This is an optimization exercise on Yosys and OpenROAD, whose aim is small area and a short achievable clock period, not a production implementation. No functional check of the RTL was part of any run shown here. Power and IR drop assume default switching activity.

File: flow/config.mk
export PLATFORM = sky130hd
export DESIGN_NAME = ss_bridge_top
export DESIGN_NICKNAME = ss_bridge_top
export VERILOG_FILES = /design/flow/design.v
export SDC_FILE = /design/flow/constraint.sdc
export NUM_CORES = 4
export LEC_CHECK = 0
export CAP_MARGIN = 20
export CORE_MARGIN = 2
export CORE_UTILIZATION = 60
export CTS_CLUSTER_DIAMETER = 70
export CTS_CLUSTER_SIZE = 25
export SETUP_SLACK_MARGIN = 2.2
export SLEW_MARGIN = 20
export SYNTH_HIERARCHICAL = 1
export SYNTH_MINIMUM_KEEP_SIZE = 0
export TNS_END_PERCENT = 20
File: flow/constraint.sdc
create_clock -name core_clock -period 4.5 [get_ports {mclk}]
set_input_delay 0.9000 -clock core_clock [delete_from_list [all_inputs] [get_ports {mclk}]]
set_output_delay 0.9000 -clock core_clock [all_outputs]
set_load 0.01 [all_outputs]
File: flow/design.v
package st_map_pkg;
	localparam logic [15:0] ST_ID_WORD  = 16'h5253;
	localparam logic [15:0] ST_VER_WORD = 16'h1205;
	localparam logic [7:0] ST_OFF_ID       = 8'h00;
	localparam logic [7:0] ST_OFF_VER      = 8'h02;
	localparam logic [7:0] ST_OFF_CTRL     = 8'h04;
	localparam logic [7:0] ST_OFF_STAT     = 8'h06;
	localparam logic [7:0] ST_OFF_FIFO     = 8'h08;
	localparam logic [7:0] ST_OFF_FSTAT    = 8'h0c;
	localparam logic [7:0] ST_OFF_RCNT     = 8'h0e;
	localparam logic [7:0] ST_OFF_SS_CMD   = 8'h10;
	localparam logic [7:0] ST_OFF_SS_DATA  = 8'h12;
	localparam logic [7:0] ST_OFF_SS_CTRL  = 8'h14;
	localparam logic [7:0] ST_OFF_CR1      = 8'h18;
	localparam logic [7:0] ST_OFF_CR2      = 8'h1a;
	localparam logic [7:0] ST_OFF_CR3      = 8'h1c;
	localparam logic [7:0] ST_OFF_CR4      = 8'h1e;
	localparam logic [7:0] ST_OFF_RESP1    = 8'h20;
	localparam logic [7:0] ST_OFF_RESP2    = 8'h22;
	localparam logic [7:0] ST_OFF_RESP3    = 8'h24;
	localparam logic [7:0] ST_OFF_RESP4    = 8'h26;
	localparam logic [7:0] ST_OFF_HIRQ     = 8'h28;
	localparam logic [7:0] ST_OFF_MASK     = 8'h2a;
	localparam logic [7:0] ST_OFF_HIRQ_CLR = 8'h2c;
	localparam int CTRL_CDC_EN   = 0;
	localparam int CTRL_CMD_EN   = 1;
	localparam int CTRL_FIFO_EN  = 2;
	localparam int CTRL_FIFO_RST = 8;
	localparam int CTRL_FIFO_DIR = 9;
	typedef enum logic [3:0] {
		ST_OP_NONE, ST_OP_READ, ST_OP_CTRL_WR, ST_OP_IRQ_ACK,
		ST_OP_FIFO_WR, ST_OP_FIFO_RD, ST_OP_RCNT_CLR, ST_OP_CMD_CLR,
		ST_OP_DATA_WR, ST_OP_RESP_WR, ST_OP_HIRQ_SET, ST_OP_HIRQ_CLR
	} st_op_e;
endpackage
package ss_map_pkg;
	localparam logic [2:0] SS_RGN_CDC = 3'b000;
	localparam logic [2:0] SS_RGN_REG = 3'b111;
	localparam logic [3:0] SS_CDC_FIFO = 4'd0;
	localparam logic [3:0] SS_CDC_HIRQ = 4'd2;
	localparam logic [3:0] SS_CDC_MASK = 4'd3;
	localparam logic [3:0] SS_CDC_CR1  = 4'd6;
	localparam logic [3:0] SS_CDC_CR2  = 4'd7;
	localparam logic [3:0] SS_CDC_CR3  = 4'd8;
	localparam logic [3:0] SS_CDC_CR4  = 4'd9;
	localparam logic [4:0] SS_REG_ID    = 5'd0;
	localparam logic [4:0] SS_REG_VER   = 5'd1;
	localparam logic [3:0] SS_REG_CTRL  = 4'd1;
	localparam logic [3:0] SS_REG_FSTAT = 4'd2;
	localparam logic [3:0] SS_REG_CMD   = 4'd4;
	localparam logic [3:0] SS_REG_DATA  = 4'd5;
	localparam logic [3:0] SS_REG_FIFO  = 4'd6;
	localparam logic [15:0] SS_CTRL_RESET = 16'h0100;
	typedef enum logic [3:0] {
		SS_OP_NONE, SS_OP_READ, SS_OP_CTRL_WR, SS_OP_HIRQ_AND, SS_OP_MASK_WR,
		SS_OP_CR_WR, SS_OP_CMD_WR, SS_OP_DATA_WR, SS_OP_FIFO_WR, SS_OP_FIFO_RD
	} ss_op_e;
endpackage
import st_map_pkg::*;
module st_decode (
	input  logic        st_req,
	input  logic        st_we,
	input  logic [7:0]  st_addr,
	output logic        st_rd,
	output logic        st_ctrl_we,
	output logic        st_ack,
	output logic        st_fifo_wr,
	output logic        st_fifo_rd,
	output logic        st_rcnt_clr,
	output logic        st_cmd_clr,
	output logic        st_data_we,
	output logic        st_resp_we,
	output logic        st_hirq_set,
	output logic        st_hirq_clr,
	output logic [31:0] st_sel,
	output logic        st_dflt
);
	logic       st_wr, st_ok;
	logic [4:0] st_w;
	assign st_rd = st_req & ~st_we;
	assign st_wr = st_req & st_we;
	assign st_ok = (st_addr[7:6] == 2'b00) & ~st_addr[0];
	assign st_w  = st_addr[5:1];
	assign st_ctrl_we  = st_wr & (st_addr == ST_OFF_CTRL);
	assign st_ack      = st_wr & (st_addr == ST_OFF_STAT);
	assign st_fifo_wr  = st_wr & (st_addr == ST_OFF_FIFO);
	assign st_fifo_rd  = st_rd & (st_addr == ST_OFF_FIFO);
	assign st_rcnt_clr = st_wr & (st_addr == ST_OFF_RCNT);
	assign st_cmd_clr  = st_wr & (st_addr == ST_OFF_SS_CMD);
	assign st_data_we  = st_wr & (st_addr == ST_OFF_SS_DATA);
	assign st_resp_we  = st_wr & st_ok & (st_w[4:2] == 3'b100);
	assign st_hirq_set = st_wr & (st_addr == ST_OFF_HIRQ);
	assign st_hirq_clr = st_wr & (st_addr == ST_OFF_HIRQ_CLR);
	always_comb
	begin
		for (int i = 0; i < 32; i++)
			st_sel[i] = st_ok & (st_w == 5'(i));
	end
	assign st_dflt = ~st_ok | st_sel[5] | st_sel[11] | (|st_sel[31:22]);
endmodule
import ss_map_pkg::*;
module ss_decode (
	input  logic        ss_req,
	input  logic        ss_we,
	input  logic        ss_cs2,
	input  logic [14:1] ss_addr,
	output logic        ss_rd,
	output logic        ss_fifo_rd,
	output logic        ss_fifo_wr,
	output logic        ss_hirq_and,
	output logic        ss_mask_we,
	output logic        ss_cr_we,
	output logic [1:0]  ss_idx,
	output logic        ss_ctrl_we,
	output logic        ss_cmd_we,
	output logic        ss_data_we,
	output logic        rs_ctrl,
	output logic        rs_fstat,
	output logic        rs_cmd,
	output logic        rs_data,
	output logic        rs_fifo,
	output logic        rs_hirq,
	output logic        rs_mask,
	output logic [3:0]  rs_resp,
	output logic        rs_id,
	output logic        rs_ver
);
	logic        ss_hit, ss_wr, rgn_cdc, rgn_reg, ss_fifo_off;
	logic [3:0]  woff;
	logic [15:0] ss_sel;
	assign ss_hit  = ss_req & ss_cs2;
	assign ss_rd   = ss_hit & ~ss_we;
	assign ss_wr   = ss_hit & ss_we;
	assign rgn_cdc = (ss_addr[14:12] == SS_RGN_CDC);
	assign rgn_reg = (ss_addr[14:12] == SS_RGN_REG);
	assign woff    = ss_addr[5:2];
	assign ss_idx  = {woff[3], woff[0]};
	always_comb
	begin
		for (int i = 0; i < 16; i++)
			ss_sel[i] = (woff == 4'(i));
	end
	assign ss_fifo_off = (rgn_cdc & ss_sel[SS_CDC_FIFO]) | (rgn_reg & ss_sel[SS_REG_FIFO]);
	assign ss_fifo_rd  = ss_rd & ss_fifo_off;
	assign ss_fifo_wr  = ss_wr & ss_fifo_off;
	assign ss_hirq_and = ss_wr & rgn_cdc & ss_sel[SS_CDC_HIRQ];
	assign ss_mask_we  = ss_wr & rgn_cdc & ss_sel[SS_CDC_MASK];
	assign ss_cr_we    = ss_wr & rgn_cdc & (woff >= SS_CDC_CR1) & (woff <= SS_CDC_CR4);
	assign ss_ctrl_we  = ss_wr & rgn_reg & ss_sel[SS_REG_CTRL];
	assign ss_cmd_we   = ss_wr & rgn_reg & ss_sel[SS_REG_CMD];
	assign ss_data_we  = ss_wr & rgn_reg & ss_sel[SS_REG_DATA];
	assign rs_ctrl  = rgn_reg & ss_sel[SS_REG_CTRL];
	assign rs_fstat = rgn_reg & ss_sel[SS_REG_FSTAT];
	assign rs_cmd   = rgn_reg & ss_sel[SS_REG_CMD];
	assign rs_data  = rgn_reg & ss_sel[SS_REG_DATA];
	assign rs_fifo  = ss_fifo_off;
	assign rs_hirq  = rgn_cdc & ss_sel[SS_CDC_HIRQ];
	assign rs_mask  = rgn_cdc & ss_sel[SS_CDC_MASK];
	assign rs_resp  = {rgn_cdc & ss_sel[SS_CDC_CR4], rgn_cdc & ss_sel[SS_CDC_CR3],
		rgn_cdc & ss_sel[SS_CDC_CR2], rgn_cdc & ss_sel[SS_CDC_CR1]};
	assign rs_id    = rgn_reg & ss_sel[0] & ~ss_addr[1];
	assign rs_ver   = rgn_reg & ss_sel[0] & ss_addr[1];
endmodule
module fifo_sel8 (
	input  logic [7:0] d,
	input  logic [7:0] s,
	output logic       y
);
	assign y = |(d & s);
endmodule
module irq_any16 (
	input  logic [15:0] a,
	input  logic [15:0] b,
	output logic        y
);
	assign y = |(a & b);
endmodule
module rd_sel #(
	parameter int N = 8
) (
	input  logic [N-1:0] d,
	input  logic [N-1:0] s,
	output logic         y
);
	assign y = |(d & s);
endmodule
import st_map_pkg::*;
import ss_map_pkg::*;
module ss_bridge_top #(
	parameter int FIFO_AW = 6
) (
	input  logic        mclk,
	input  logic        ST_ALE,
	input  logic        st_req,
	input  logic        st_we,
	input  logic [7:0]  st_addr,
	input  logic [15:0] st_wdata,
	output logic [15:0] st_rdata,
	output logic        st_rvalid,
	output logic        st_irq,
	input  logic        ss_req,
	input  logic        ss_we,
	input  logic        ss_cs2,
	input  logic [14:1] ss_addr,
	input  logic [15:0] ss_wdata,
	output logic [15:0] ss_rdata,
	output logic        ss_rvalid,
	output logic        ss_irq
);
	localparam int DEPTH = 1 << FIFO_AW;
	logic        st_rd, st_ctrl_we, st_ack, st_fifo_wr, st_fifo_rd, st_rcnt_clr;
	logic        st_cmd_clr, st_data_we, st_resp_we, st_hirq_set, st_hirq_clr;
	logic [31:0] st_sel;
	logic        st_dflt;
	logic        ss_rd, ss_fifo_rd, ss_fifo_wr, ss_hirq_and, ss_mask_we, ss_cr_we;
	logic [1:0]  ss_idx;
	logic        ss_ctrl_we, ss_cmd_we, ss_data_we;
	logic        rs_ctrl, rs_fstat, rs_cmd, rs_data, rs_fifo, rs_hirq, rs_mask;
	logic [3:0]  rs_resp;
	logic        rs_id, rs_ver;
	st_decode st_decode_inst (.*);
	ss_decode ss_decode_inst (.*);
	logic [15:0]      st_ctrl, ss_ctrl, ss_cmd, ss_data, hirq, hirq_mask, rcnt;
	logic [15:0]      st_ctrl_n, hirq_n, hirq_mask_n;
	logic [3:0][15:0] cr, resp;
	logic             flag_cdc, flag_cmd, flag_fifo;
	logic             flag_cdc_n, flag_cmd_n, flag_fifo_n;
	logic             fifo_empty_d;
	logic [15:0]        sr [DEPTH-1];
	logic [15:0]        stage;
	logic               push_q;
	logic [FIFO_AW:0]   m, m_inc, m_dec;
	logic               fifo_empty, fifo_full;
	logic               fifo_dir, fifo_clr;
	logic               wr_en, rd_en;
	logic [15:0]        wr_word;
	logic [15:0]        fifo_head;
	assign fifo_dir  = st_ctrl[CTRL_FIFO_DIR];
	assign fifo_clr  = st_ctrl[CTRL_FIFO_RST];
	assign m_inc      = m + 1'b1;
	assign m_dec      = m - 1'b1;
	assign fifo_empty = m[FIFO_AW];
	assign fifo_full  = (m == FIFO_AW'(DEPTH - 1));
	assign st_ctrl_n   = st_ctrl_we ? st_wdata : st_ctrl;
	assign hirq_mask_n = ss_mask_we ? ss_wdata : hirq_mask;
	always_comb
	begin
		if (st_hirq_set)
			hirq_n = hirq | st_wdata;
		else if (st_hirq_clr)
			hirq_n = hirq & ~st_wdata;
		else if (ss_hirq_and)
			hirq_n = hirq & ss_wdata;
		else
			hirq_n = hirq;
	end
	logic [15:0] h_set, h_clr, h_and;
	logic        i_set_m, i_clr_m, i_and_m, i_hold_m, i_set_w, i_clr_w, i_hold_w;
	logic        ss_irq_n;
	assign h_set = hirq | st_wdata;
	assign h_clr = hirq & ~st_wdata;
	assign h_and = hirq & ss_wdata;
	irq_any16 u_i_set_m  (.a(h_set), .b(hirq_mask), .y(i_set_m));
	irq_any16 u_i_clr_m  (.a(h_clr), .b(hirq_mask), .y(i_clr_m));
	irq_any16 u_i_and_m  (.a(h_and), .b(hirq_mask), .y(i_and_m));
	irq_any16 u_i_hold_m (.a(hirq),  .b(hirq_mask), .y(i_hold_m));
	irq_any16 u_i_set_w  (.a(h_set), .b(ss_wdata),  .y(i_set_w));
	irq_any16 u_i_clr_w  (.a(h_clr), .b(ss_wdata),  .y(i_clr_w));
	irq_any16 u_i_hold_w (.a(hirq),  .b(ss_wdata),  .y(i_hold_w));
	always_comb
	begin
		if (st_hirq_set)
			ss_irq_n = ss_mask_we ? i_set_w : i_set_m;
		else if (st_hirq_clr)
			ss_irq_n = ss_mask_we ? i_clr_w : i_clr_m;
		else if (ss_hirq_and)
			ss_irq_n = i_and_m;
		else
			ss_irq_n = ss_mask_we ? i_hold_w : i_hold_m;
	end
	assign flag_cdc_n  = (ss_cr_we & (ss_idx == 2'd3))
		| (flag_cdc & ~(st_ack & st_wdata[CTRL_CDC_EN]));
	assign flag_cmd_n  = ss_cmd_we
		| (flag_cmd & ~(st_ack & st_wdata[CTRL_CMD_EN]));
	assign flag_fifo_n = (fifo_empty & ~fifo_empty_d)
		| (flag_fifo & ~(st_ack & st_wdata[CTRL_FIFO_EN]));
	always_ff @(posedge mclk or posedge ST_ALE)
	begin
		if (ST_ALE)
		begin
			st_ctrl      <= '0;
			ss_ctrl      <= SS_CTRL_RESET;
			ss_cmd       <= '0;
			ss_data      <= '0;
			hirq         <= '0;
			hirq_mask    <= '0;
			rcnt         <= '0;
			flag_cdc     <= 1'b0;
			flag_cmd     <= 1'b0;
			flag_fifo    <= 1'b0;
			fifo_empty_d <= 1'b1;
			st_irq       <= 1'b0;
			ss_irq       <= 1'b0;
		end
		else
		begin
			st_ctrl      <= st_ctrl_n;
			hirq         <= hirq_n;
			hirq_mask    <= hirq_mask_n;
			flag_cdc     <= flag_cdc_n;
			flag_cmd     <= flag_cmd_n;
			flag_fifo    <= flag_fifo_n;
			fifo_empty_d <= fifo_empty;
			st_irq       <= |(st_ctrl_n[2:0] & {flag_fifo_n, flag_cmd_n, flag_cdc_n});
			ss_irq       <= ss_irq_n;
			if (ss_ctrl_we)
				ss_ctrl <= ss_wdata;
			if (st_cmd_clr)
				ss_cmd <= '0;
			else if (ss_cmd_we)
				ss_cmd <= ss_wdata;
			if (ss_data_we)
				ss_data <= ss_wdata;
			else if (st_data_we)
				ss_data <= st_wdata;
			if (st_rcnt_clr)
				rcnt <= '0;
			else if (ss_fifo_rd)
				rcnt <= rcnt + 1'b1;
		end
	end
	always_ff @(posedge mclk)
	begin
		if (ss_cr_we)
			cr[ss_idx] <= ss_wdata;
		if (st_resp_we)
			resp[st_addr[2:1]] <= st_wdata;
	end
	logic push_st_ok, push_ss_ok, pop_st_ok, pop_ss_ok;
	assign push_st_ok = ~fifo_dir & ~fifo_full;
	assign push_ss_ok = fifo_dir & ~fifo_full;
	assign pop_st_ok  = fifo_dir & ~fifo_empty;
	assign pop_ss_ok  = ~fifo_dir & ~fifo_empty;
	assign wr_en   = (st_fifo_wr & push_st_ok) | (ss_fifo_wr & push_ss_ok);
	assign rd_en   = (st_fifo_rd & pop_st_ok) | (ss_fifo_rd & pop_ss_ok);
	assign wr_word = fifo_dir ? {ss_wdata[7:0], ss_wdata[15:8]} : st_wdata;
	always_ff @(posedge mclk)
	begin
		stage <= wr_word;
		if (push_q)
		begin
			sr[0] <= stage;
			for (int i = 1; i < DEPTH-1; i++)
				sr[i] <= sr[i-1];
		end
	end
	logic [FIFO_AW:0] m_n, m_dec2;
	assign m_dec2 = m - 2'd2;
	always_comb
	begin
		if (fifo_clr)
			m_n = '1;
		else if (wr_en)
			m_n = rd_en ? m : m_inc;
		else
			m_n = rd_en ? m_dec : m;
	end
	logic [7:0] sel_hi, sel_lo, oh1_hi, oh1_lo, oh2_hi, oh2_lo;
	always_comb
	begin
		for (int j = 0; j < 8; j++)
		begin
			oh1_hi[j] = (m_dec[5:3] == 3'(j));
			oh1_lo[j] = (m_dec[2:0] == 3'(j));
			oh2_hi[j] = (m_dec2[5:3] == 3'(j));
			oh2_lo[j] = (m_dec2[2:0] == 3'(j));
		end
	end
	always_ff @(posedge mclk or posedge ST_ALE)
	begin
		if (ST_ALE)
		begin
			m      <= '1;
			push_q <= 1'b0;
			sel_hi <= 8'h80;
			sel_lo <= 8'h40;
		end
		else
		begin
			m      <= m_n;
			push_q <= wr_en;
			sel_hi <= rd_en ? oh2_hi : oh1_hi;
			sel_lo <= rd_en ? oh2_lo : oh1_lo;
		end
	end
	logic [15:0] fifo_next;
	for (genvar b = 0; b < 16; b++)
	begin : g_next
		logic [7:0] grp;
		for (genvar j = 0; j < 8; j++)
		begin : g_grp
			logic [7:0] d;
			for (genvar k = 0; k < 8; k++)
			begin : g_bit
				if (8*j+k == DEPTH-1)
					assign d[k] = stage[b];
				else
					assign d[k] = sr[8*j+k][b];
			end
			fifo_sel8 u_lo (.d(d), .s(sel_lo), .y(grp[j]));
		end
		fifo_sel8 u_hi (.d(grp), .s(sel_hi), .y(fifo_next[b]));
	end
	logic [15:0] head_pop, head_stay;
	assign head_pop  = (m == '0) ? wr_word : fifo_next;
	assign head_stay = fifo_empty ? wr_word : fifo_head;
	always_ff @(posedge mclk)
	begin
		fifo_head <= rd_en ? head_pop : head_stay;
	end
	logic [15:0] fifo_stat, head_sw, st_word, ss_word;
	assign fifo_stat = 16'(m_inc);
	assign head_sw   = {fifo_head[7:0], fifo_head[15:8]};
	logic [15:0] st_stat;
	assign st_stat = {1'b0, |(st_ctrl[2:0] & {flag_fifo, flag_cmd, flag_cdc}), 11'd0,
		flag_fifo, flag_cmd, flag_cdc};
	for (genvar b = 0; b < 16; b++)
	begin : g_st_word
		rd_sel #(.N(21)) u_sel (
			.d ({ss_ctrl[b], ss_data[b], ss_cmd[b], rcnt[b], fifo_head[b], st_ctrl[b], hirq[b], hirq_mask[b],
				cr[3][b], cr[2][b], cr[1][b], cr[0][b], resp[3][b], resp[2][b], resp[1][b], resp[0][b],
				st_stat[b], fifo_stat[b], ST_ID_WORD[b], ST_VER_WORD[b], 1'b1}),
			.s ({st_sel[10], st_sel[9], st_sel[8], st_sel[7], st_sel[4], st_sel[2], st_sel[20], st_sel[21],
				st_sel[15], st_sel[14], st_sel[13], st_sel[12], st_sel[19], st_sel[18], st_sel[17], st_sel[16],
				st_sel[3], st_sel[6], st_sel[0], st_sel[1], st_dflt}),
			.y (st_word[b])
		);
	end
	for (genvar b = 0; b < 16; b++)
	begin : g_ss_word
		rd_sel #(.N(13)) u_sel (
			.d ({ss_ctrl[b], ss_cmd[b], ss_data[b], head_sw[b], hirq[b], hirq_mask[b],
				resp[0][b], resp[1][b], resp[2][b], resp[3][b], fifo_stat[b], ST_ID_WORD[b], ST_VER_WORD[b]}),
			.s ({rs_ctrl, rs_cmd, rs_data, rs_fifo, rs_hirq, rs_mask,
				rs_resp[0], rs_resp[1], rs_resp[2], rs_resp[3], rs_fstat, rs_id, rs_ver}),
			.y (ss_word[b])
		);
	end
	always_ff @(posedge mclk or posedge ST_ALE)
	begin
		if (ST_ALE)
		begin
			st_rvalid <= 1'b0;
			ss_rvalid <= 1'b0;
		end
		else
		begin
			st_rvalid <= st_rd;
			ss_rvalid <= ss_rd;
		end
	end
	always_ff @(posedge mclk)
	begin
		st_rdata <= st_word;
		ss_rdata <= ss_word;
	end
endmodule
File: flow/flow/run.sh
#!/bin/bash
# Standard layout (standard synthesis included) with two changes: the port
# buffers are buf_4 cells, and the resizer may change a cell's footprint.
set -euo pipefail
export BUFFER_PORTS_ARGS="-buffer_cell sky130_fd_sc_hd__buf_4"
bash standard.sh MATCH_CELL_FOOTPRINT=0 finish > standard_flow.log 2>&1
File: flow/standard.sh
#!/bin/bash
# synth_recipe.tcl (not shown) runs the flow's synth.tcl, then flattens the netlist and writes it again
# the make line also repeats each setting of config.mk as NAME=value (left out here)
make -C /OpenROAD-flow-scripts/flow DESIGN_CONFIG=/design/flow/config.mk WORK_HOME=/design/flow/orfs CLKGATE_MAP_FILE= SYNTH_SCRIPT=/design/flow/synth_recipe.tcl "${@:-finish}"
==> notes.md, run 1 <==
flop2flop setup slack 2.00 ns; Reg power frac 56.3%; Critical path origin st_addr[6]; slowest CP cell nor2_2; GRT Total Usage 35.4%; clock sinks 1344; status complete, no violations; 1st-pass router iterations 10; reg2reg end fifo_head[7]$_DFFE_PP_; Cell Int Power 18.0 mW; Critical Path End Type flip-flop; largest net degree at the start of global routing 145; leakage power 19.8 nW; # port buffers 90; CTS tree done; fin cells 5141; wire length on met3 22.7 mm; Die Area 92600 sq um; Post-Synthesis Cell Area 54100 sq um; Inst Count DP 4900; Slew headroom 14.1%; First DRT Iteration DRCs 5794; I/O pin cnt 97; crit-path max FO 16; Area Growth Syn to Fin 13.0%; Max-cap violations 0; RSZ-0062 raised after global routing true; Worst Path Required 5.12 ns; DRT met1 WL 63.9 mm; Fin. Hold Viols 0; Die H 304 um; fin util 68.2%; core area 89700 sq um; Area after DPL 57200 sq um; PD cells 401 nW/um^2; Clock Skews 0.0332 ns; routability congestion estimate 0.975; Gate power share 13.3%; GRT overflow 0; FF-to-FF Start sel_lo[7]$_DFF_PP0_; nets 3978; design area 61200 sq um; DR WL met2 71.8 mm; root buffer cell clkbuf_16; Clk Latency, worst-skew pair 0.70 ns; initial antenna violation count 21; minimum clock period 2.60 ns; WL/cell 32.3 um; YS warnings 10; Post-Route WL 166 mm; R2R depth 6; Hold Path Class in -> async; CP Class in -> reg; Antenna Nets Post-Route 0; starting density of the core 60.3%; fin. max-slew vios 0; uppermost routed layer met5; actual slew at the worst max-slew pin 1.28 ns; period utilization 57.7%; Peak Freq 0.385 GHz; critical path, cell by cell buf_6, nor4b_4, buf_4, nand2_1, nor2_2, a222oi_1, nand3_1, or3_1; sw frac 26.8%; startpoint type of the worst setup path primary input; Max VDD drop 416 uV; final setup fails 0; drc violations 0; crit-path max cell delay 0.98 ns; Avg Inst Size Synth 15.3 sq um; Clock Power Share 30.4%; via count 36751; number of global-route vias before repair 35665; TritonCTS Buffers 71; worst-case clock buffer depth 3; dpl hpwl 95.2 mm; first-pass GRT wire length 242 mm; drt via density 7.15; share of cells above drive strength 1 15.8%; Min Hold Slack 0.322 ns; Worst-path clk slew 0.09 ns; htree depth 3; crit path DAT 3.21 ns; Net Sw Power 6.57 mW; Rows 110; Die X 304 um; Cells after Synth 3549
## area by class of cell
| type | instances | area (sq um) |
|---|---|---|
| diodes | 8 | 20.0 |
| clock buffers | 104 | 1950 |
| inverters | 143 | 549 |
| repair buffers | 271 | 2740 |
| fillers | 6234 | 28600 |
| clock inverters | 26 | 360 |
| flip-flops and latches | 1344 | 39200 |
| multi-input cells | 2069 | 14900 |
| well taps | 1176 | 1470 |
## placed cells by master, fill, tap and decap left out, types with 34 or more instances in the layout
cell type	count
a222oi_1	34
a22o_1	61
a22oi_1	786
buf_12	41
buf_4	204
clkbuf_16	75
conb_1	110
dfrtp_1	118
dfxtp_1	48
edfxtp_1	1152
inv_1	140
mux2_2	68
mux2i_1	44
nand2_1	168
nand3_1	62
nand4_1	176
nor2_1	68
o21ai_0	153
## stage by stage
stage	setup TNS [ns]	setup WS, ns	power [mW]
after floorplan	-7956.42	-7.71	15.6
after global routing	0	1.87	25.2
after detailed placement	0	0.736	16.9
after global placement	0	0.781	16.8
after CTS	0	1.91	24.5
final	0	1.90	24.5
## flip-flops by register name (all words and copies together), names as in the netlist, 7 cells and up
register   cells
cr            64
fifo_head     16
hirq          16
hirq_mask     16
m              7
rcnt          16
resp          64
sel_hi         8
sel_lo         8
sr          1008
ss_cmd        16
ss_ctrl       16
ss_data       16
ss_rdata      16
st_ctrl       16
st_rdata      16
stage         16
## routing by layer
| metal | track usage, % | vias up |
|---|---|---|
| met5 | 0.207 | - |
| met4 | 13.9 | 24 |
| met3 | 10.2 | 491 |
| met2 | 51.3 | 2589 |
| met1 | 51.2 | 18461 |
| li1 | - | 15186 |
## power by group through the flow
stage | Sequential, mW | Combinational (mW) | Clock [mW]
after floorplan | 14.1 | 1.48 | 0
after global placement | 14.3 | 2.56 | 0
after detailed placement | 14.3 | 2.61 | 0
after CTS | 13.8 | 3.18 | 7.56
after global routing | 13.8 | 3.46 | 7.95
final | 13.8 | 3.26 | 7.47
## worst max-delay path, delay by kind of cell
kind                   cells  cell delay, ns
AND/OR/NAND/NOR            5            1.68
AO/OA/AOI/OAI              1            0.36
buffers and inverters      2            0.26
## worst max path at each step
stage / endpoint / slack (ns)
floorplan: sr[0][0]$_DFFE_PP_ / -7.71
global placement: fifo_head[2]$_DFFE_PP_ / 0.78
detailed placement: fifo_head[2]$_DFFE_PP_ / 0.74
CTS: resp[55]$_DFFE_PP_ / 1.91
global route: ss_irq$_DFF_PP0_ / 1.87
finish: st_rdata[0]$_DFF_P_ / 1.90
## timing repair
item                                   in CTS  in global routing
setup endpoints to repair                 216                264
hold buffers                                0                  0
buffers inserted                           60                 41
endpoints found under the hold margin       0                  0
resized for setup                          72                 23
pin swaps                                  24                 19
gates cloned                                1                  1
==> inputs of run 2 (changes only) <==
--- a/flow/config.mk
+++ b/flow/config.mk
@@ -12,3 +12,3 @@
 export CTS_CLUSTER_SIZE = 25
-export SETUP_SLACK_MARGIN = 2.2
+export SETUP_SLACK_MARGIN = 2.3
 export SLEW_MARGIN = 20
==> run 2 against run 1 <==
Net effect:
- still clean
- die area unchanged
- total power is 0.17% higher
- first-iteration DRC count up 4.1%
- via count grew 0.99%
- final cell count grew 0.62%
- worst setup slack worse by 0.014 ns
- register-to-register slack better by 0.02 ns
- critical path type unchanged
- largest power group unchanged
==> notes.md, run 2 <==
leakage power 20.1 nW (was 19.8 nW); GRT overflow 0 (unchanged); cell count along the critical path 10 (was 8); Critical Path End Type flip-flop (unchanged); Post-Synthesis Cell Area 54100 sq um (unchanged); Post-Route WL 168 mm (was 166 mm); first-pass GRT wire length 241 mm (was 242 mm); Final WS setup 1.89 ns (was 1.90 ns); startpoint type of the worst setup path primary input (unchanged); WL/cell 32.4 um (was 32.3 um); register area 39200 sq um (about the same); Buf/Inv on CP 3 (was 2); worst-case clock buffer depth 3 (unchanged); fin. max-slew vios 0 (unchanged); Peak Freq 0.383 GHz (was 0.385 GHz); crit-path max cell delay 0.33 ns (was 0.98 ns); Max VDD drop 417 uV (was 416 uV); most frequent cells in the layout 1152 x edfxtp_1, 780 x a22oi_1, 230 x buf_4 (was 1152 x edfxtp_1, 786 x a22oi_1, 204 x buf_4); Antenna Nets Post-Route 0 (unchanged); Clock Skews 0.0288 ns (was 0.0332 ns); reg2reg end fifo_head[14]$_DFFE_PP_ (was fifo_head[7]$_DFFE_PP_); actual slew at the worst max-slew pin 1.01 ns (was 1.28 ns); Avg Inst Size Synth 15.3 sq um (unchanged); Worst Path Required 4.93 ns (was 5.12 ns); First DRT Iteration DRCs 6032 (was 5794); register bank with the most flops sr (unchanged); GRT Total Usage 35.3% (was 35.4%); R2R depth 7 (was 6); number of global-route vias before repair 35617 (was 35665); Total Power 24.6 mW (was 24.5 mW); PD cells 399 nW/um^2 (was 401 nW/um^2); Die Area 92600 sq um (unchanged); max reg flops 1008 (unchanged); Fin. Hold Viols 0 (unchanged); Multi-input gate area 15000 sq um (was 14900 sq um); Fill cells 6151 (was 6234); TritonCTS Buffers 71 (unchanged); critical path, cell by cell buf_8, nor3_4, a32oi_4, nor4_4, buf_6, mux2_4, nand2_8, nor2_4, clkbuf_16, mux2_4 (was buf_6, nor4b_4, buf_4, nand2_1, nor2_2, a222oi_1, nand3_1, or3_1); share of cells above drive strength 1 17.0% (was 15.8%); Worst-path clk slew 0.09 ns (about the same); Clk Latency, worst-skew pair 0.69 ns (was 0.70 ns); Area after DPL 57200 sq um (unchanged); root buffer cell clkbuf_16 (unchanged); Clock Power Share 30.4% (about the same); Slew headroom 32.9% (was 14.1%); Worst path top cell family by delay simple AND/OR/NAND/NOR gates (unchanged); dpl hpwl 95.2 mm (unchanged); drt via density 7.17 (was 7.15); FF-to-FF Start m[1]$_DFFE_PP1P_ (was sel_lo[7]$_DFF_PP0_); minimum clock period 2.61 ns (was 2.60 ns); htree depth 3 (unchanged); slowest CP cell nor4_4 (was nor2_2); RSZ-0062 raised after global routing true (unchanged); Die X 304 um (unchanged); dpl ws 0.736 ns (unchanged); CP Class in -> reg (unchanged); period utilization 58.1% (was 57.7%); commonest non-fill, non-tap cell in the layout edfxtp_1 (unchanged); CP most frequent cell mux2_4; 1st-pass router iterations 10 (unchanged); largest net degree at the start of global routing 145 (unchanged); flop2flop setup slack 2.02 ns (was 2.00 ns); Gate power share 13.4% (was 13.3%); core area 89700 sq um (unchanged); starting density of the core 60.3% (unchanged); YS warnings 10 (unchanged); nets 4011 (was 3978); sw frac 26.9% (was 26.8%); status complete, no violations (unchanged); crit path DAT 3.04 ns (was 3.21 ns); crit-path max FO 8 (was 16); initial antenna violation count 19 (was 21); Area Growth Syn to Fin 13.8% (was 13.0%); # port buffers 90 (unchanged); clock sinks 1344 (unchanged); Hold Path Class in -> async (unchanged); Max-cap violations 0 (unchanged); design area 61600 sq um (was 61200 sq um); drc violations 0 (unchanged); Cell Int Power 18.0 mW (about the same); CTS tree done (unchanged); Cells after Synth 3549 (unchanged); Die H 304 um (unchanged); routability congestion estimate 0.975 (unchanged); Rows 110 (unchanged); Net Sw Power 6.61 mW (was 6.57 mW); I/O pin cnt 97 (unchanged); via count 37115 (was 36751); Reg power frac 56.2% (was 56.3%); final setup fails 0 (unchanged)
[run 2: power by group through the flow]
| stage | logic, mW | registers [mW] | clock network (mW) |
|---|---|---|---|
| 2_1_floorplan | 1.48 | 14.1 | 0 |
| 3_3_place_gp | 2.56 | 14.3 | 0 |
| 3_5_place_dp | 2.61 | 14.3 | 0 |
| 4_1_cts | 3.16 | 13.8 | 7.56 |
| 5_1_grt | 3.49 | 13.8 | 7.95 |
| 6_report | 3.30 | 13.8 | 7.46 |
[run 2: repair_timing]
item | in CTS | in global routing
gates resized for setup | 60 | 73
pin swaps | 18 | 38
setup buffers | 60 | 73
hold buffers | 0 | 0
endpoints found under the setup margin | 258 | 293
gates cloned | 1 | 2
[run 2: layout make-up]
type / count / area share [%]
tap: 1176 / 2.39
timing repair buffer: 303 / 4.92
inverter: 143 / 0.897
clock inverter: 26 / 0.585
clock buffer: 104 / 3.17
multi-input combinational: 2070 / 24.4
sequential: 1344 / 63.6
antenna: 7 / 0.0284
[run 2: how the worst max path moves through the flow]
stage	from	end	slack [ns]
floorplan	push_q$_DFF_PP0_	sr[0][0]$_DFFE_PP_	-7.71
global placement	st_addr[1]	fifo_head[2]$_DFFE_PP_	0.78
detailed placement	st_addr[1]	fifo_head[2]$_DFFE_PP_	0.74
CTS	st_addr[5]	fifo_head[2]$_DFFE_PP_	2.02
global route	ss_addr[12]	fifo_head[14]$_DFFE_PP_	1.91
finish	ss_addr[12]	fifo_head[14]$_DFFE_PP_	1.89
[run 2: metrics by stage]
step                hold slack, ns  utilization [%]  instances  setup TNS [ns]
floorplan                    0.374                -       3657        -7956.42
CTS                          0.336             67.4       5091               0
global placement             0.422             63.7       4900               0
detailed placement           0.423             63.7       4900               0
finish                       0.323             68.7       5173               0
global route                 0.359             68.7       5168               0
[run 2: metal layers]
metal  track usage (%)  wire [um]  vias to the layer above
li1                  -          -                    15242
met1              51.1      64400                    18629
met2              51.3      72900                     2747
met3              10.2      22900                      473
met4              13.2       7290                       24
met5             0.207        144                        -
==> inputs of run 3 (changes only) <==
--- a/flow/design.v
+++ b/flow/design.v
@@ -170,18 +170,2 @@
 endmodule
-module irq_any16 (
-	input  logic [15:0] a,
-	input  logic [15:0] b,
-	output logic        y
-);
-	assign y = |(a & b);
-endmodule
-module rd_sel #(
-	parameter int N = 8
-) (
-	input  logic [N-1:0] d,
-	input  logic [N-1:0] s,
-	output logic         y
-);
-	assign y = |(d & s);
-endmodule
 import st_map_pkg::*;
@@ -234,3 +218,3 @@
 	logic               fifo_dir, fifo_clr;
-	logic               wr_en, rd_en;
+	logic               push, pop, wr_en, rd_en;
 	logic [15:0]        wr_word;
@@ -256,26 +240,2 @@
 	end
-	logic [15:0] h_set, h_clr, h_and;
-	logic        i_set_m, i_clr_m, i_and_m, i_hold_m, i_set_w, i_clr_w, i_hold_w;
-	logic        ss_irq_n;
-	assign h_set = hirq | st_wdata;
-	assign h_clr = hirq & ~st_wdata;
-	assign h_and = hirq & ss_wdata;
-	irq_any16 u_i_set_m  (.a(h_set), .b(hirq_mask), .y(i_set_m));
-	irq_any16 u_i_clr_m  (.a(h_clr), .b(hirq_mask), .y(i_clr_m));
-	irq_any16 u_i_and_m  (.a(h_and), .b(hirq_mask), .y(i_and_m));
-	irq_any16 u_i_hold_m (.a(hirq),  .b(hirq_mask), .y(i_hold_m));
-	irq_any16 u_i_set_w  (.a(h_set), .b(ss_wdata),  .y(i_set_w));
-	irq_any16 u_i_clr_w  (.a(h_clr), .b(ss_wdata),  .y(i_clr_w));
-	irq_any16 u_i_hold_w (.a(hirq),  .b(ss_wdata),  .y(i_hold_w));
-	always_comb
-	begin
-		if (st_hirq_set)
-			ss_irq_n = ss_mask_we ? i_set_w : i_set_m;
-		else if (st_hirq_clr)
-			ss_irq_n = ss_mask_we ? i_clr_w : i_clr_m;
-		else if (ss_hirq_and)
-			ss_irq_n = i_and_m;
-		else
-			ss_irq_n = ss_mask_we ? i_hold_w : i_hold_m;
-	end
 	assign flag_cdc_n  = (ss_cr_we & (ss_idx == 2'd3))
@@ -314,3 +274,3 @@
 			st_irq       <= |(st_ctrl_n[2:0] & {flag_fifo_n, flag_cmd_n, flag_cdc_n});
-			ss_irq       <= ss_irq_n;
+			ss_irq       <= |(hirq_n & hirq_mask_n);
 			if (ss_ctrl_we)
@@ -338,9 +298,6 @@
 	end
-	logic push_st_ok, push_ss_ok, pop_st_ok, pop_ss_ok;
-	assign push_st_ok = ~fifo_dir & ~fifo_full;
-	assign push_ss_ok = fifo_dir & ~fifo_full;
-	assign pop_st_ok  = fifo_dir & ~fifo_empty;
-	assign pop_ss_ok  = ~fifo_dir & ~fifo_empty;
-	assign wr_en   = (st_fifo_wr & push_st_ok) | (ss_fifo_wr & push_ss_ok);
-	assign rd_en   = (st_fifo_rd & pop_st_ok) | (ss_fifo_rd & pop_ss_ok);
+	assign push    = fifo_dir ? ss_fifo_wr : st_fifo_wr;
+	assign pop     = fifo_dir ? st_fifo_rd : ss_fifo_rd;
+	assign wr_en   = push & ~fifo_full;
+	assign rd_en   = pop & ~fifo_empty;
 	assign wr_word = fifo_dir ? {ss_wdata[7:0], ss_wdata[15:8]} : st_wdata;
@@ -362,18 +319,12 @@
 			m_n = '1;
-		else if (wr_en)
-			m_n = rd_en ? m : m_inc;
+		else if (wr_en & ~rd_en)
+			m_n = m_inc;
+		else if (rd_en & ~wr_en)
+			m_n = m_dec;
 		else
-			m_n = rd_en ? m_dec : m;
-	end
-	logic [7:0] sel_hi, sel_lo, oh1_hi, oh1_lo, oh2_hi, oh2_lo;
-	always_comb
-	begin
-		for (int j = 0; j < 8; j++)
-		begin
-			oh1_hi[j] = (m_dec[5:3] == 3'(j));
-			oh1_lo[j] = (m_dec[2:0] == 3'(j));
-			oh2_hi[j] = (m_dec2[5:3] == 3'(j));
-			oh2_lo[j] = (m_dec2[2:0] == 3'(j));
-		end
+			m_n = m;
 	end
+	logic [FIFO_AW:0] p_n;
+	logic [7:0]       sel_hi, sel_lo;
+	assign p_n = rd_en ? m_dec2 : m_dec;
 	always_ff @(posedge mclk or posedge ST_ALE)
@@ -391,4 +342,7 @@
 			push_q <= wr_en;
-			sel_hi <= rd_en ? oh2_hi : oh1_hi;
-			sel_lo <= rd_en ? oh2_lo : oh1_lo;
+			for (int j = 0; j < 8; j++)
+			begin
+				sel_hi[j] <= (p_n[5:3] == 3'(j));
+				sel_lo[j] <= (p_n[2:0] == 3'(j));
+			end
 		end
@@ -413,8 +367,8 @@
 	end
-	logic [15:0] head_pop, head_stay;
-	assign head_pop  = (m == '0) ? wr_word : fifo_next;
-	assign head_stay = fifo_empty ? wr_word : fifo_head;
 	always_ff @(posedge mclk)
 	begin
-		fifo_head <= rd_en ? head_pop : head_stay;
+		if (fifo_empty | (rd_en & (m == '0)))
+			fifo_head <= wr_word;
+		else if (rd_en)
+			fifo_head <= fifo_next;
 	end
@@ -428,11 +382,16 @@
 	begin : g_st_word
-		rd_sel #(.N(21)) u_sel (
-			.d ({ss_ctrl[b], ss_data[b], ss_cmd[b], rcnt[b], fifo_head[b], st_ctrl[b], hirq[b], hirq_mask[b],
-				cr[3][b], cr[2][b], cr[1][b], cr[0][b], resp[3][b], resp[2][b], resp[1][b], resp[0][b],
-				st_stat[b], fifo_stat[b], ST_ID_WORD[b], ST_VER_WORD[b], 1'b1}),
-			.s ({st_sel[10], st_sel[9], st_sel[8], st_sel[7], st_sel[4], st_sel[2], st_sel[20], st_sel[21],
-				st_sel[15], st_sel[14], st_sel[13], st_sel[12], st_sel[19], st_sel[18], st_sel[17], st_sel[16],
-				st_sel[3], st_sel[6], st_sel[0], st_sel[1], st_dflt}),
-			.y (st_word[b])
+		logic y0, y1;
+		fifo_sel8 u_regs (
+			.d ({ss_ctrl[b], ss_data[b], ss_cmd[b], rcnt[b], fifo_head[b], st_ctrl[b], hirq[b], hirq_mask[b]}),
+			.s ({st_sel[10], st_sel[9], st_sel[8], st_sel[7], st_sel[4], st_sel[2], st_sel[20], st_sel[21]}),
+			.y (y0)
+		);
+		fifo_sel8 u_mbox (
+			.d ({cr[3][b], cr[2][b], cr[1][b], cr[0][b], resp[3][b], resp[2][b], resp[1][b], resp[0][b]}),
+			.s ({st_sel[15], st_sel[14], st_sel[13], st_sel[12], st_sel[19], st_sel[18], st_sel[17], st_sel[16]}),
+			.y (y1)
 		);
+		assign st_word[b] = y0 | y1 | st_dflt
+			| (st_sel[3] & st_stat[b]) | (st_sel[6] & fifo_stat[b])
+			| (st_sel[0] & ST_ID_WORD[b]) | (st_sel[1] & ST_VER_WORD[b]);
 	end
@@ -440,9 +399,10 @@
 	begin : g_ss_word
-		rd_sel #(.N(13)) u_sel (
-			.d ({ss_ctrl[b], ss_cmd[b], ss_data[b], head_sw[b], hirq[b], hirq_mask[b],
-				resp[0][b], resp[1][b], resp[2][b], resp[3][b], fifo_stat[b], ST_ID_WORD[b], ST_VER_WORD[b]}),
-			.s ({rs_ctrl, rs_cmd, rs_data, rs_fifo, rs_hirq, rs_mask,
-				rs_resp[0], rs_resp[1], rs_resp[2], rs_resp[3], rs_fstat, rs_id, rs_ver}),
-			.y (ss_word[b])
+		logic y0;
+		fifo_sel8 u_regs (
+			.d ({ss_ctrl[b], ss_cmd[b], ss_data[b], head_sw[b], hirq[b], hirq_mask[b], resp[0][b], resp[1][b]}),
+			.s ({rs_ctrl, rs_cmd, rs_data, rs_fifo, rs_hirq, rs_mask, rs_resp[0], rs_resp[1]}),
+			.y (y0)
 		);
+		assign ss_word[b] = y0 | (rs_resp[2] & resp[2][b]) | (rs_resp[3] & resp[3][b])
+			| (rs_fstat & fifo_stat[b]) | (rs_id & ST_ID_WORD[b]) | (rs_ver & ST_VER_WORD[b]);
 	end
--- a/flow/config.mk
+++ b/flow/config.mk
@@ -12,4 +12,5 @@
 export CTS_CLUSTER_SIZE = 25
-export SETUP_SLACK_MARGIN = 2.3
-export SLEW_MARGIN = 20
+export PLACE_DENSITY = 0.72
+export SETUP_SLACK_MARGIN = 2.2
+export SLEW_MARGIN = 50
 export SYNTH_HIERARCHICAL = 1
==> run 3 against run 2 <==
Net effect:
- worst setup slack better by 0.053 ns
- final area down 4.2%
- sequential share of layout area up 2.8 points
- synthesized cell count down 5.0%
- first-iteration DRC count down 14%
- clock skew up 0.0021 ns
- via count down 8.9%
- total power up 11%
- largest power group unchanged
- worst hold slack worse by 0.026 ns
- clock power down 2%
- die area down 3.2%
- still clean on timing, DRC and antenna
==> notes.md, run 3 <==
routability congestion estimate 0.964 (was 0.975); fin util 68.2% (was 68.7%); WL/cell 30.5 um (was 32.4 um); Die Area 89600 sq um (was 92600 sq um); GRT overflow 0 (unchanged); leakage power 18.9 nW (was 20.1 nW); crit path DAT 2.98 ns (was 3.04 ns); Antenna Nets Post-Route 0 (unchanged); CTS tree done (unchanged); dpl hpwl 89.0 mm (was 95.2 mm); Die X 299 um (was 304 um); Worst-path clk slew 0.09 ns (about the same); Area Growth Syn to Fin 12.8% (was 13.8%); startpoint type of the worst setup path primary input (unchanged); nets 3673 (was 4011); max reg flops 1008 (unchanged); root buffer cell clkbuf_16 (unchanged); core area 86600 sq um (was 89700 sq um); Clk Latency, worst-skew pair 0.67 ns (was 0.69 ns); RSZ-0062 raised after global routing true (unchanged); Gate power share 21.4% (was 13.4%); minimum clock period 2.56 ns (was 2.61 ns); design area 59100 sq um (was 61600 sq um); largest net degree at the start of global routing 134 (was 145); Area after DPL 55400 sq um (was 57200 sq um); TritonCTS Buffers 72 (was 71); actual slew at the worst max-slew pin 0.764 ns (was 1.01 ns); clock sinks 1344 (unchanged); fin. max-slew vios 0 (unchanged); Worst Path Required 4.92 ns (was 4.93 ns); number of global-route vias before repair 32971 (was 35617); Clock Power Share 26.9% (was 30.4%); status complete, no violations (unchanged); Fill cells 5703 (was 6151); Total Power 27.2 mW (was 24.6 mW); starting density of the core 60.4% (was 60.3%); CP Class in -> reg (unchanged); Cells after Synth 3372 (was 3549); Hold Path Class in -> async (unchanged); Slew headroom 48.8% (was 32.9%); First DRT Iteration DRCs 5196 (was 6032); Hold Buf Count CTS 0 (unchanged); dpl ws 0.814 ns (was 0.736 ns); register bank with the most flops sr (unchanged); first-pass GRT wire length 217 mm (was 241 mm); share of cells above drive strength 1 14.9% (was 17.0%); Avg Inst Size Synth 15.5 sq um (was 15.3 sq um); YS warnings 10 (unchanged); GRT Total Usage 32.5% (was 35.3%); crit-path max FO 8 (unchanged); Net Sw Power 8.16 mW (was 6.61 mW); htree depth 3 (unchanged); commonest non-fill, non-tap cell in the layout edfxtp_1 (unchanged); fin cells 4811 (was 5173); drt via density 7.03 (was 7.17); PD cells 461 nW/um^2 (was 399 nW/um^2); Critical Path End Type flip-flop (unchanged); Rows 108 (was 110); Fin. Hold Viols 0 (unchanged); Peak Freq 0.391 GHz (was 0.383 GHz); final setup fails 0 (unchanged); sw frac 30.0% (was 26.9%); # port buffers 90 (unchanged); drc violations 0 (unchanged); Clock Skews 0.0309 ns (was 0.0288 ns); most frequent cells in the layout 1152 x edfxtp_1, 759 x a22oi_1, 203 x nand4_1 (was 1152 x edfxtp_1, 780 x a22oi_1, 230 x buf_4); Post-Synthesis Cell Area 52400 sq um (was 54100 sq um); via count 33830 (was 37115); Max-cap violations 0 (unchanged); Max VDD drop 413 uV (was 417 uV); Post-Route WL 147 mm (was 168 mm); initial antenna violation count 3 (was 19); Die H 299 um (was 304 um); Final WS setup 1.94 ns (was 1.89 ns); TNS Setup 0 ns (unchanged); Min Hold Slack 0.296 ns (was 0.323 ns); worst-case clock buffer depth 3 (unchanged); I/O pin cnt 97 (unchanged); Inst Count DP 4615 (was 4900); 1st-pass router iterations 6 (was 10); Cell Int Power 19.1 mW (was 18.0 mW); period utilization 56.9% (was 58.1%); Reg power frac 51.7% (was 56.2%)
-- run 3: cell types whose count changed in the layout (fill, tap and decap cells not counted), moves of 25 or more --
cell,before,now
a221oi_2,28,3
a222oi_1,34,2
a22o_1,61,2
buf_4,230,176
conb_1,110,0
nand3_1,57,8
nand4_1,176,203
-- run 3: timing repair --
action | 4_1_cts | 5_1_grt
setup endpoints to repair | 57 | 104
pin swaps | 38 | 10
gates resized for setup | 92 | 20
setup buffers | 45 | 1
cloned | 13 | 0
-- run 3: final cells by class --
type                       instances  area, sq um  area share, %
antenna                            4         10.0         0.0169
sequential                      1344        39200           66.4
inverter                         145          557          0.943
tap                             1155         1450           2.45
timing repair buffer             255         2870           4.85
clock buffer                      99         1930           3.27
clock inverter                    31          365          0.619
multi-input combinational       1778        12700           21.5
-- run 3: power by group through the flow --
stage | Clock, mW | Combinational (mW) | Sequential (mW)
floorplan | 0 | 2.46 | 14.6
global placement | 0 | 4.17 | 14.8
detailed placement | 0 | 4.80 | 14.5
CTS | 7.43 | 5.70 | 14.0
global route | 7.83 | 6.12 | 14.1
finish | 7.33 | 5.83 | 14.1
-- run 3: critical path, cell delays in order --
cell	delay, ns
buf_12	0.11
nor4b_4	0.32
nand2b_1	0.17
nor4_4	0.44
mux2i_4	0.18
inv_2	0.12
a31oi_4	0.10
buf_12	0.16
clkbuf_16	0.16
mux2_4	0.29
-- run 3: layer usage --
layer / share of wire (%) / track usage [%] / up-vias
met4: 3.4 / 9.83 / 4
met3: 12 / 6.62 / 304
li1: - / - / 14172
met5: 0.020 / 0 / -
met1: 40 / 48.7 / 17046
met2: 45 / 48.6 / 2304
-- run 3: worst paths after layout --
check                      depth (start not counted)                start  slack (ns)                      end
max reg2reg                                        8  sel_lo[0]$_DFF_PP0_        2.01  fifo_head[12]$_DFFE_PP_
max                                               10           st_addr[7]        1.94  fifo_head[12]$_DFFE_PP_
min                                                2               ST_ALE        0.30      ss_rvalid$_DFF_PP0_
min reg2reg                                        0     stage[8]$_DFF_P_        0.44       sr[0][8]$_DFFE_PP_
min in group core_clock                            0     stage[8]$_DFF_P_        0.44       sr[0][8]$_DFFE_PP_
max in group asynchronous                          3               ST_ALE        3.43      rcnt[1]$_DFFE_PP0P_
==> inputs of run 4 (changes only) <==
--- a/flow/config.mk
+++ b/flow/config.mk
@@ -12,3 +12,2 @@
 export CTS_CLUSTER_SIZE = 25
-export PLACE_DENSITY = 0.72
 export SETUP_SLACK_MARGIN = 2.2
==> run 4 against run 3 <==
Net effect:
- synthesized cell count did not move
- area after synthesis did not move
- routed wire length rose by 2.6%
- combinational power fell by 3.6%
- first-iteration DRC count rose by 3.2%
- utilization rose by 0.10 points
==> notes.md, run 4 <==
Rows 108 (unchanged); Die Area 89600 sq um (unchanged); RSZ-0062 raised after global routing true (unchanged); fin. max-slew vios 0 (unchanged); Worst Path Required 5.04 ns (was 4.92 ns); Max VDD drop 444 uV (was 413 uV); Total Power 27.0 mW (was 27.2 mW); CP Class in -> reg (unchanged); dpl hpwl 90.4 mm (was 89.0 mm); 1st-pass router iterations 6 (unchanged); Max-cap violations 0 (unchanged); TritonCTS Buffers 68 (was 72); final setup fails 0 (unchanged); # port buffers 90 (unchanged); Clock Skews 0.0295 ns (was 0.0309 ns); core area 86600 sq um (unchanged); initial antenna violation count 12 (was 3); max reg flops 1008 (unchanged); PD cells 457 nW/um^2 (was 461 nW/um^2); Slew headroom 48.3% (was 48.8%); htree depth 3 (unchanged); largest net degree at the start of global routing 130 (was 134); Worst path top cell family by delay simple AND/OR/NAND/NOR gates (unchanged); Avg Inst Size Synth 15.5 sq um (unchanged); GRT Total Usage 33.2% (was 32.5%); crit-path max FO 9 (was 8); Antenna Nets Post-Route 0 (unchanged); YS warnings 10 (unchanged); most frequent cells in the layout 1152 x edfxtp_1, 746 x a22oi_1, 203 x nand4_1 (was 1152 x edfxtp_1, 759 x a22oi_1, 203 x nand4_1); Worst-path clk slew 0.10 ns (was 0.09 ns); root buffer cell clkbuf_16 (unchanged); design area 59200 sq um (was 59100 sq um); crit path DAT 3.09 ns (was 2.98 ns); Die X 299 um (unchanged); Cells after Synth 3372 (unchanged); drc violations 0 (unchanged); CP most frequent cell buf_4 (was buf_12); leakage power 18.9 nW (about the same); nets 3685 (was 3673); Final WS setup 1.95 ns (was 1.94 ns); Peak Freq 0.393 GHz (was 0.391 GHz); Critical Path End Type flip-flop (unchanged); Clk Latency, worst-skew pair 0.67 ns (about the same); starting density of the core 60.4% (unchanged); status complete, no violations (unchanged); Hold Buf Count CTS 0 (unchanged); Area after DPL 55400 sq um (about the same); Fin. Hold Viols 0 (unchanged); actual slew at the worst max-slew pin 0.772 ns (was 0.764 ns); clock sinks 1344 (unchanged); register bank with the most flops sr (unchanged); crit-path max cell delay 0.28 ns (was 0.44 ns); commonest non-fill, non-tap cell in the layout edfxtp_1 (unchanged); via count 34128 (was 33830); WL/cell 31.2 um (was 30.5 um); Die H 299 um (unchanged); minimum clock period 2.55 ns (was 2.56 ns); First DRT Iteration DRCs 5360 (was 5196); Area Growth Syn to Fin 13.0% (was 12.8%); slowest CP cell a221o_1 (was nor4_4); GRT overflow 0 (unchanged); period utilization 56.6% (was 56.9%); drt via density 7.08 (was 7.03); dpl ws 0.774 ns (was 0.814 ns); critical path, cell by cell buf_6, nor3_4, buf_4, nand3b_1, buf_4, nor4_4, nor2b_4, buf_12, a221oi_1, a22o_1, a221o_1, nand4b_1 (was buf_12, nor4b_4, nand2b_1, nor4_4, mux2i_4, inv_2, a31oi_4, buf_12, clkbuf_16, mux2_4); Post-Route WL 151 mm (was 147 mm); Buf/Inv on CP 4 (unchanged); Hold Path Class in -> async (unchanged); CTS tree done (unchanged); Post-Synthesis Cell Area 52400 sq um (unchanged); I/O pin cnt 97 (unchanged); TNS Setup 0 ns (unchanged); worst-case clock buffer depth 3 (unchanged); startpoint type of the worst setup path primary input (unchanged); number of global-route vias before repair 32901 (was 32971); share of cells above drive strength 1 16.0% (was 14.9%); routability congestion estimate 1.00 (was 0.964); first-pass GRT wire length 220 mm (was 217 mm)
run 4: changes by cell type in the layout (fill, tap and decap cells not counted), moves of 5 or more:
cell / previous run / this run
dfrtp_4: 8 / 14
clkinv_8: 11 / 6
dfrtp_1: 125 / 118
clkinv_4: 5 / 0
clkbuf_1: 25 / 33
inv_8: 6 / 1
buf_4: 176 / 191
nor3_4: 5 / 10
a22oi_2: 16 / 29
buf_6: 19 / 26
a22oi_1: 759 / 746
clkbuf_16: 86 / 78
run 4: worst paths after layout:
path	startpoint	end	slack, ns	cells past startpoint
max in group asynchronous	ST_ALE	st_ctrl[8]$_DFFE_PP0P_	3.39	3
max	ss_addr[13]	ss_irq$_DFF_PP0_	1.95	12
min in group core_clock	ss_we	ss_rvalid$_DFF_PP0_	0.42	2
max reg2reg	sel_lo[0]$_DFF_PP0_	fifo_head[5]$_DFFE_PP_	2.01	8
min	ST_ALE	st_rvalid$_DFF_PP0_	0.27	2
min reg2reg	sr[12][5]$_DFFE_PP_	sr[13][5]$_DFFE_PP_	0.43	0
run 4: report_power, final:
part           switching, mW  leakage [nW]  internal, mW
Sequential             0.613          11.9          13.6
Combinational           3.43          5.95          2.19
Clock                   4.05          1.04          3.11
Total                   8.09          18.9          18.9
run 4: per-layer routing:
layer	global-route usage (%)	vias to the layer above	routed length (um)
met3	7.93	347	17800
met2	49.0	2258	67600
met4	11.0	14	5230
met5	0	-	91
met1	49.2	17304	59800
li1	-	14205	-
run 4: final cells by class:
cell class                      instances  area [sq um]
Sequential cell                      1344         39200
Fill cell                            5814         27500
Multi-Input combinational cell       1778         12900
Timing Repair Buffer                  271          2860
Clock buffer                          104          1890
Tap cell                             1155          1450
Inverter                              145           557
Clock inverter                         21           283
Antenna cell                            2          5.00
run 4: per-stage QoR:
step	instances	hold WS [ns]	utilization, %
2_1_floorplan	3372	0.352	-
3_3_place_gp	4602	0.426	63.6
3_5_place_dp	4612	0.419	63.9
4_1_cts	4801	0.288	67.8
5_1_grt	4818	0.298	68.3
6_report	4820	0.267	68.3
run 4: repair_timing:
| action | in CTS | in global routing |
|---|---|---|
| resized for setup | 103 | 38 |
| setup buffers | 55 | 13 |
| pin swaps | 49 | 30 |
| setup endpoints to repair | 141 | 102 |
| cloned | 9 | 1 |
==> inputs of run 5 (changes only) <==
--- a/flow/config.mk
+++ b/flow/config.mk
@@ -12,2 +12,3 @@
 export CTS_CLUSTER_SIZE = 25
+export PLACE_DENSITY = 0.8
 export SETUP_SLACK_MARGIN = 2.2
==> run 5 against run 4 <==
Net effect:
- worst hold slack better by 0.012 ns
- clock skew up 0.0049 ns
- combinational power down 3%
- clock power down 2%
- total power down 1.7%
- global-route usage down 2.2 points
- synthesized cell count unchanged
- fmax about the same
- sequential power about the same
- utilization down 0.42 points
- final area down 0.62%
- largest power group unchanged
==> notes.md, run 5 <==
status complete, no violations (unchanged); Rows 108 (unchanged); Worst Path Required 5.07 ns (was 5.04 ns); DRT met1 WL 52.8 mm (was 59.8 mm); uppermost routed layer met5 (unchanged); WL/cell 29.6 um (was 31.2 um); GRT overflow 0 (unchanged); I/O pin cnt 97 (unchanged); Die X 299 um (unchanged); PD cells 452 nW/um^2 (was 457 nW/um^2); final setup fails 0 (unchanged); crit path DAT 3.12 ns (was 3.09 ns); fin cells 4818 (was 4820); clock sinks 1344 (unchanged); FF-to-FF Start sel_lo[1]$_DFF_PP0_ (was sel_lo[0]$_DFF_PP0_); Avg Inst Size Synth 15.5 sq um (unchanged); Max VDD drop 457 uV (was 444 uV); RSZ-0062 raised after global routing true (unchanged); Slew headroom 47.9% (was 48.3%); share of cells above drive strength 1 15.0% (was 16.0%); Antenna Nets Post-Route 0 (unchanged); Critical Path End Type flip-flop (unchanged); critical path, cell by cell buf_6, nor3_4, buf_6, a32oi_4, buf_4, nor3_2, mux2i_2, a41o_2, mux2_4, a2111o_1 (was buf_6, nor3_4, buf_4, nand3b_1, buf_4, nor4_4, nor2b_4, buf_12, a221oi_1, a22o_1, a221o_1, nand4b_1); reg2reg end fifo_head[8]$_DFFE_PP_ (was fifo_head[5]$_DFFE_PP_); Peak Freq 0.393 GHz (about the same); YS warnings 10 (unchanged); register bank with the most flops sr (unchanged); Die Area 89600 sq um (unchanged); slowest CP cell a41o_2 (was a221o_1); crit-path max FO 9 (unchanged); first-pass GRT wire length 209 mm (was 220 mm); Buf/Inv on CP 3 (was 4); design area 58800 sq um (was 59200 sq um); # port buffers 90 (unchanged); root buffer cell clkbuf_16 (unchanged); wire length on met3 20.1 mm (was 17.8 mm); minimum clock period 2.55 ns (about the same); R2R depth 8 (unchanged); core area 86600 sq um (unchanged); commonest non-fill, non-tap cell in the layout edfxtp_1 (unchanged); Worst path top cell family by delay compound AO/OA/AOI/OAI gates (was simple AND/OR/NAND/NOR gates); starting density of the core 60.4% (unchanged); Post-Route WL 142 mm (was 151 mm); startpoint type of the worst setup path primary input (unchanged); Total Power 26.6 mW (was 27.0 mW); Max-cap violations 0 (unchanged); DR WL met2 63.6 mm (was 67.6 mm); Area Growth Syn to Fin 12.3% (was 13.0%); htree depth 3 (unchanged); TritonCTS Buffers 68 (unchanged); Hold Buf Count CTS 0 (unchanged); Fill cells 5622 (was 5814); drc violations 0 (unchanged); Die H 299 um (unchanged); dpl hpwl 85.3 mm (was 90.4 mm); leakage power 18.8 nW (was 18.9 nW); actual slew at the worst max-slew pin 0.781 ns (was 0.772 ns); CP Class in -> reg (unchanged); GRT Total Usage 31.0% (was 33.2%); routability congestion estimate 0.994 (was 1.00); drt via density 7.08 (about the same); worst-case clock buffer depth 3 (unchanged); period utilization 56.6% (about the same); Post-Synthesis Cell Area 52400 sq um (unchanged); Inst Count DP 4618 (was 4612); max reg flops 1008 (unchanged); largest net degree at the start of global routing 127 (was 130); Clock Skews 0.0344 ns (was 0.0295 ns); Fin. Hold Viols 0 (unchanged); number of global-route vias before repair 32810 (was 32901); flop2flop setup slack 2.01 ns (about the same); nets 3677 (was 3685); CTS tree done (unchanged); Worst-path clk slew 0.10 ns (about the same); Hold Path Class in -> async (unchanged); First DRT Iteration DRCs 5278 (was 5360); Clk Latency, worst-skew pair 0.66 ns (was 0.67 ns); TNS Setup 0 ns (unchanged); fin. max-slew vios 0 (unchanged); Critical path origin ss_addr[12] (was ss_addr[13]); Cells after Synth 3372 (unchanged); crit-path max cell delay 0.38 ns (was 0.28 ns); 1st-pass router iterations 7 (was 6); most frequent cells in the layout 1152 x edfxtp_1, 766 x a22oi_1, 203 x nand4_1 (was 1152 x edfxtp_1, 746 x a22oi_1, 203 x nand4_1); CP most frequent cell buf_6 (was buf_4); initial antenna violation count 11 (was 12); via count 34130 (was 34128); Min Hold Slack 0.279 ns (was 0.267 ns); Area after DPL 55300 sq um (was 55400 sq um)
-- run 5: cell count changes in the layout (fill, tap and decap cells not counted), sizes merged --
cell / before / now
buf: 262 / 258
clkinv: 9 / 7
bufinv: 1 / 0
diode: 2 / 9
inv: 154 / 152
-- run 5: layout make-up --
type	count	area, sq um	share of cell area [%]
Tap cell	1155	1450	2.46
Sequential cell	1344	39200	66.7
Multi-Input combinational cell	1778	12800	21.7
Clock inverter	16	206	0.351
Antenna cell	9	22.5	0.0383
Timing Repair Buffer	263	2650	4.50
Inverter	145	554	0.943
Clock buffer	108	1930	3.28
-- run 5: where the power goes --
group / total [mW] / internal [mW] / switching [mW] / leakage [nW]
Clock: 7.05 / 3.07 / 3.98 / 1.01
Combinational: 5.46 / 2.03 / 3.43 / 5.86
Sequential: 14.1 / 13.6 / 0.422 / 12.0
-- run 5: how the worst max path moves through the flow --
stage | end | depth (start not counted)
after floorplan | sr[0][0]$_DFFE_PP_ | 0
after global placement | ss_irq$_DFF_PP0_ | 9
after detailed placement | ss_irq$_DFF_PP0_ | 9
after CTS | m[5]$_DFFE_PP1P_ | 7
after global routing | m[5]$_DFFE_PP1P_ | 10
final | m[5]$_DFFE_PP1P_ | 10
-- run 5: routing by layer --
layer / track usage, % / vias up
li1: - / 14174
met1: 44.8 / 16943
met2: 45.8 / 2626
met3: 8.41 / 379
met4: 11.6 / 8
met5: 0 / -
-- run 5: what timing repair did --
item,in CTS,in global routing
resized for setup,74,60
setup endpoints to repair,90,96
buffers inserted,31,31
cloned,4,0
pin swaps,16,30
-- run 5: through the flow --
step                      setup slack, ns  utilization [%]
after floorplan                     -7.71                -
after global placement              0.658             63.5
after detailed placement            0.945             63.9
after CTS                            2.02             67.2
after global routing                 1.91             67.8
final                                1.95             67.9

-- static timing again, ports no longer ideal --
In the flow no input, the clock included, has a driving cell. The finished layouts below were timed again as built, in two steps. Step 1 assumes that a clkbuf_16 drives the clock port and a buf_2 every other input. Step 2, shift: input delay + t, output delay - t, t = (earliest + latest rising clock arrival at the registers) / 2. This alone moves slack from input paths to output paths. Three values: ideal ports, drivers, drivers and shift; two values: the first two.
| run | shift t [ns] | setup slack, ns | hold slack, ns | slew at the worst register clock pin (ns) | cell pins on the clock port's net |
|---|---|---|---|---|---|
| run 1 | 0.750 | 1.901 / 1.878 / 1.129 | 0.322 / 0.272 / 0.435 | 0.10 / 0.10 | 1 |
| run 2 | 0.746 | 1.887 / 1.921 / 1.175 | 0.323 / 0.273 / 0.437 | 0.10 / 0.10 | 1 |
| run 3 | 0.732 | 1.940 / 1.960 / 1.227 | 0.296 / 0.250 / 0.440 | 0.10 / 0.10 | 1 |
| run 4 | 0.734 | 1.953 / 1.992 / 1.259 | 0.267 / 0.222 / 0.430 | 0.10 / 0.10 | 1 |
| run 5 | 0.714 | 1.952 / 1.980 / 1.266 | 0.279 / 0.229 / 0.434 | 0.11 / 0.11 | 1 |
After both steps setup and hold are still met in every run listed. The setup slack of run 1, which loses most, moves by -0.023 ns with the drivers and by -0.772 ns with both steps.
